From an optimization exercise on the open Yosys and OpenROAD flow, aimed at small area, a short achievable clock period and few clock cycles per item; shortcuts taken in it are not production practice.
Function was checked by simulation only, so behaviour that the tests miss may differ from the original.
Power and IR drop assume default switching activity.

// command_frame_receiver
module command_frame_receiver #(
   parameter int MAX_PAYLOAD = 64
) (
   input  logic                       clock,
   input  logic                       reset,
   input  logic                       req_valid,
   output logic                       req_ready,
   input  logic [cfr_pkg::BYTE_W-1:0] req_rx_byte,
   output logic                       rsp_valid,
   input  logic                       rsp_ready,
   output logic [cfr_pkg::BYTE_W-1:0] rsp_frame_command,
   output logic [cfr_pkg::LEN_W-1:0]  rsp_frame_length,
   output logic [cfr_pkg::BYTE_W-1:0] rsp_payload_byte,
   output logic                       rsp_byte_valid,
   output logic                       rsp_last,
   output logic [cfr_pkg::SUM_W-1:0]  rsp_received_sum,
   output logic [cfr_pkg::SUM_W-1:0]  rsp_computed_sum,
   output logic                       rsp_sum_match,
   input  logic                       csr_we,
   input  logic [cfr_pkg::CSR_W-1:0]  csr_index,
   input  logic [cfr_pkg::BYTE_W-1:0] csr_wdata
);
make LEC_CHECK=0 CAP_MARGIN=20 CORE_MARGIN=2 CORE_UTILIZATION=65 CTS_BUF_LIST=sky130_fd_sc_hd__clkbuf_16 CTS_CLUSTER_DIAMETER=60 CTS_CLUSTER_SIZE=30 PLACE_DENSITY=0.75 SETUP_SLACK_MARGIN=2.0 SLEW_MARGIN=20 finish   # period 4.0 ns
run.sh (not shown) runs the stock make flow with config.mk's settings and CLKGATE_MAP_FILE= SYNTH_SCRIPT=/design/flow/synth_recipe.tcl, a recipe that flattens the netlist after the stock synthesis.
Testbench counts at the start, summed over its fixed seeds: cycles 15,050, beats 10,307.
Edit:
--- a/flow/design.v
+++ b/flow/design.v
@@ -102,29 +102,25 @@
    logic              run_cy_ff;
    logic              sum_match_ff;
    logic              pend_ff, pend_in;
    logic              req_ready_ff, req_ready_in;
    logic              stall_ff;
    logic              wen_ff;
    logic [LO_N-1:0]   wsel_lo_ff;
    logic [HI_N-1:0]   wsel_hi_ff;
-   logic [ADDR_W-1:0] tail_ff;
-   logic [ADDR_W-1:0] wr_addr;
-   logic [LO_N-1:0]   tail_lo;
-   logic [HI_N-1:0]   tail_hi;
+   logic [LO_N-1:0]   tail_lo_ff;
+   logic [HI_N-1:0]   tail_hi_ff;
    logic [ADDR_W:0]   used_ff;
    logic [ADDR_W:0]   cused_ff;
    logic              accept;
    logic              wr_adv;
    logic              commit;
    logic              rollback;
    logic              full_in;
-   logic              cmd_maybe;
-   logic              data_maybe;
    logic [ADDR_W:0]   used_inc;
    logic [ADDR_W:0]   used_dec;
    logic [ADDR_W:0]   cused_dec;
    logic              wr_adv_ff;
    logic              rd_adv_ff;
    logic              commit_ff;
    logic              rollback_ff;
    logic              eq_h1, eq_h2, eq_t1, eq_t2;
@@ -166,72 +162,59 @@
                          (phase_ff[P_TRL1] && !accept);
    end
    assign commit   = phase_ff[P_TRL1] && accept && good_end;
    assign rollback = (phase_ff[P_TRL0] && accept && !eq_t1) ||
                      (phase_ff[P_TRL1] && accept && !good_end);
    assign used_inc  = used_ff + (ADDR_W+1)'(1);
    assign used_dec  = used_ff - (ADDR_W+1)'(1);
    assign cused_dec = cused_ff - (ADDR_W+1)'(1);
-   assign cmd_maybe    = (phase_ff[P_HDR1] && accept) || (phase_ff[P_CMD] && !accept);
-   assign data_maybe   = (phase_ff[P_LENL] && accept) || (phase_ff[P_DATA] && !(accept && data_last_ff));
    assign full_in      = (used_ff >= (ADDR_W+1)'(MAX_PAYLOAD - 2)) && (cused_ff != '0);
    assign pend_in      = commit || (pend_ff && !pend_take);
-   assign req_ready_in = !(pend_in && cmd_maybe) && !(data_maybe && full_in);
+   assign req_ready_in = !(pend_in && phase_in[P_CMD]) && !(phase_in[P_DATA] && full_in);
    assign req_ready    = req_ready_ff;
    assign ram_we      = wen_ff;
    assign ram_wsel_lo = wsel_lo_ff;
    assign ram_wsel_hi = wsel_hi_ff;
    assign ram_wdata   = req_rx_byte;
-   always_comb begin
-      wr_addr = '0;
-      for (int i = 0; i < LO_N; i++) begin
-         if (wsel_lo_ff[i]) wr_addr[LO_W-1:0] = wr_addr[LO_W-1:0] | LO_W'(i);
-      end
-      for (int i = 0; i < HI_N; i++) begin
-         if (wsel_hi_ff[i]) wr_addr[ADDR_W-1:LO_W] = wr_addr[ADDR_W-1:LO_W] | (ADDR_W-LO_W)'(i);
-      end
-      tail_lo = '0;
-      tail_hi = '0;
-      tail_lo[tail_ff[LO_W-1:0]]      = 1'b1;
-      tail_hi[tail_ff[ADDR_W-1:LO_W]] = 1'b1;
-   end
    always_ff @(posedge clock) begin
       if (reset) begin
          phase_ff     <= PHASES'(1) << P_HDR0;
          pend_ff      <= 1'b0;
          req_ready_ff <= 1'b1;
          stall_ff     <= 1'b0;
          wen_ff       <= 1'b0;
          wsel_lo_ff   <= LO_N'(1);
          wsel_hi_ff   <= HI_N'(1);
-         tail_ff      <= '0;
+         tail_lo_ff   <= LO_N'(1);
+         tail_hi_ff   <= HI_N'(1);
          used_ff      <= '0;
          cused_ff     <= '0;
          wr_adv_ff    <= 1'b0;
          rd_adv_ff    <= 1'b0;
          commit_ff    <= 1'b0;
          rollback_ff  <= 1'b0;
       end else begin
          phase_ff     <= phase_in;
          pend_ff      <= pend_in;
          req_ready_ff <= req_ready_in;
          stall_ff     <= !req_ready_in;
-         wen_ff       <= data_maybe && !full_in;
+         wen_ff       <= phase_in[P_DATA] && !full_in;
          if (rollback) begin
-            wsel_lo_ff <= tail_lo;
-            wsel_hi_ff <= tail_hi;
+            wsel_lo_ff <= tail_lo_ff;
+            wsel_hi_ff <= tail_hi_ff;
          end else if (wr_adv) begin
             wsel_lo_ff <= {wsel_lo_ff[LO_N-2:0], wsel_lo_ff[LO_N-1]};
             if (wsel_lo_ff[LO_N-1]) begin
                wsel_hi_ff <= {wsel_hi_ff[HI_N-2:0], wsel_hi_ff[HI_N-1]};
             end
          end
          if (commit) begin
-            tail_ff <= wr_addr;
+            tail_lo_ff <= wsel_lo_ff;
+            tail_hi_ff <= wsel_hi_ff;
          end
          wr_adv_ff   <= wr_adv;
          rd_adv_ff   <= rd_adv;
          commit_ff   <= commit;
          rollback_ff <= rollback;
          if (rollback_ff) begin
             used_ff <= rd_adv_ff ? cused_dec : cused_ff;
          end else if (wr_adv_ff && !rd_adv_ff) begin
@@ -408,22 +391,20 @@
       .wr_sel_lo (ram_wsel_lo),
       .wr_sel_hi (ram_wsel_hi),
       .wr_data (ram_wdata),
       .rd_row  (bank_row_ff),
       .rd_data (bank_rdata)
    );
    assign ram_rdata = bank_rdata[rd_bank_ff];
    always_ff @(posedge clock) begin
-      for (int b = 0; b < BANKS; b++) begin
-         if (reset) begin
-            bank_row_ff[b] <= '0;
-         end else if (rd_adv && (rd_bank_ff == BANK_W'(b))) begin
-            bank_row_ff[b] <= bank_row_ff[b] + ROW_W'(1);
-         end
+      if (reset) begin
+         bank_row_ff <= '0;
+      end else if (rd_adv) begin
+         bank_row_ff[rd_bank_ff] <= bank_row_ff[rd_bank_ff] + ROW_W'(1);
       end
    end
    assign slot_take = slot_valid_ff && (rsp_idle_ff || (rsp_ready && last_i_ff));
    assign pend_take = pend && (!slot_valid_ff || slot_take);
    assign next_beat = !rsp_idle_ff && rsp_ready && !last_i_ff;
    assign frm_empty = slot_empty_ff;
    assign rd_adv    = next_beat || (slot_take && !slot_empty_ff);
    always_ff @(posedge clock) begin
Non-clock buffer count is lower by 35.
Hold slack barely changes.
Die area is higher by about 2.5%.
Total power is higher by about 0.5%.
Setup slack gains 0.027 ns.
Routed wire length is higher by 5.7%.
Synthesized area is higher by 2.6%.
Cell area is higher by 0.87%.
Global-route usage is higher by 1.4 points.
Maximum frequency is higher by 1.3%.
Testbench counts after the change, summed over its fixed seeds: cycles 15,050, beats 10,307.

[port drivers added, routing unchanged]
The flow's constraints put no driver on any port. The routed layouts listed below were extracted and timed again, unchanged, in two steps.
Step 1 (the two cells are an assumption about what drives the block):
set clk [get_ports {clock}]
set_driving_cell -lib_cell sky130_fd_sc_hd__clkbuf_16 $clk
set_driving_cell -lib_cell sky130_fd_sc_hd__buf_2 [delete_from_list [all_inputs] $clk]
Step 2 times the ports against the registers' clock, not the clock port: input delays grow and output delays shrink by t, the midpoint of the rising clock arrivals with the driver on.
a / b / c = no drivers / after step 1 / after step 2; a / b = the first two.
| run | t, ns | setup WS [ns] | worst hold slack (ns) | worst register clock-pin slew, ns | worst slew at a driven data input, ns |
|---|---|---|---|---|---|
| the first run | 0.678 | 1.930 / 1.872 / 1.323 | 0.416 / 0.416 / 0.416 | 0.11 / 0.11 | 0.15 |
| the second run | 0.663 | 1.958 / 1.941 / 1.291 | 0.416 / 0.416 / 0.416 | 0.11 / 0.11 | 0.21 |
After both steps setup and hold are still met in every run listed. The setup slack of the second run, which loses most, moves by -0.017 ns with the drivers and by -0.667 ns with both steps.
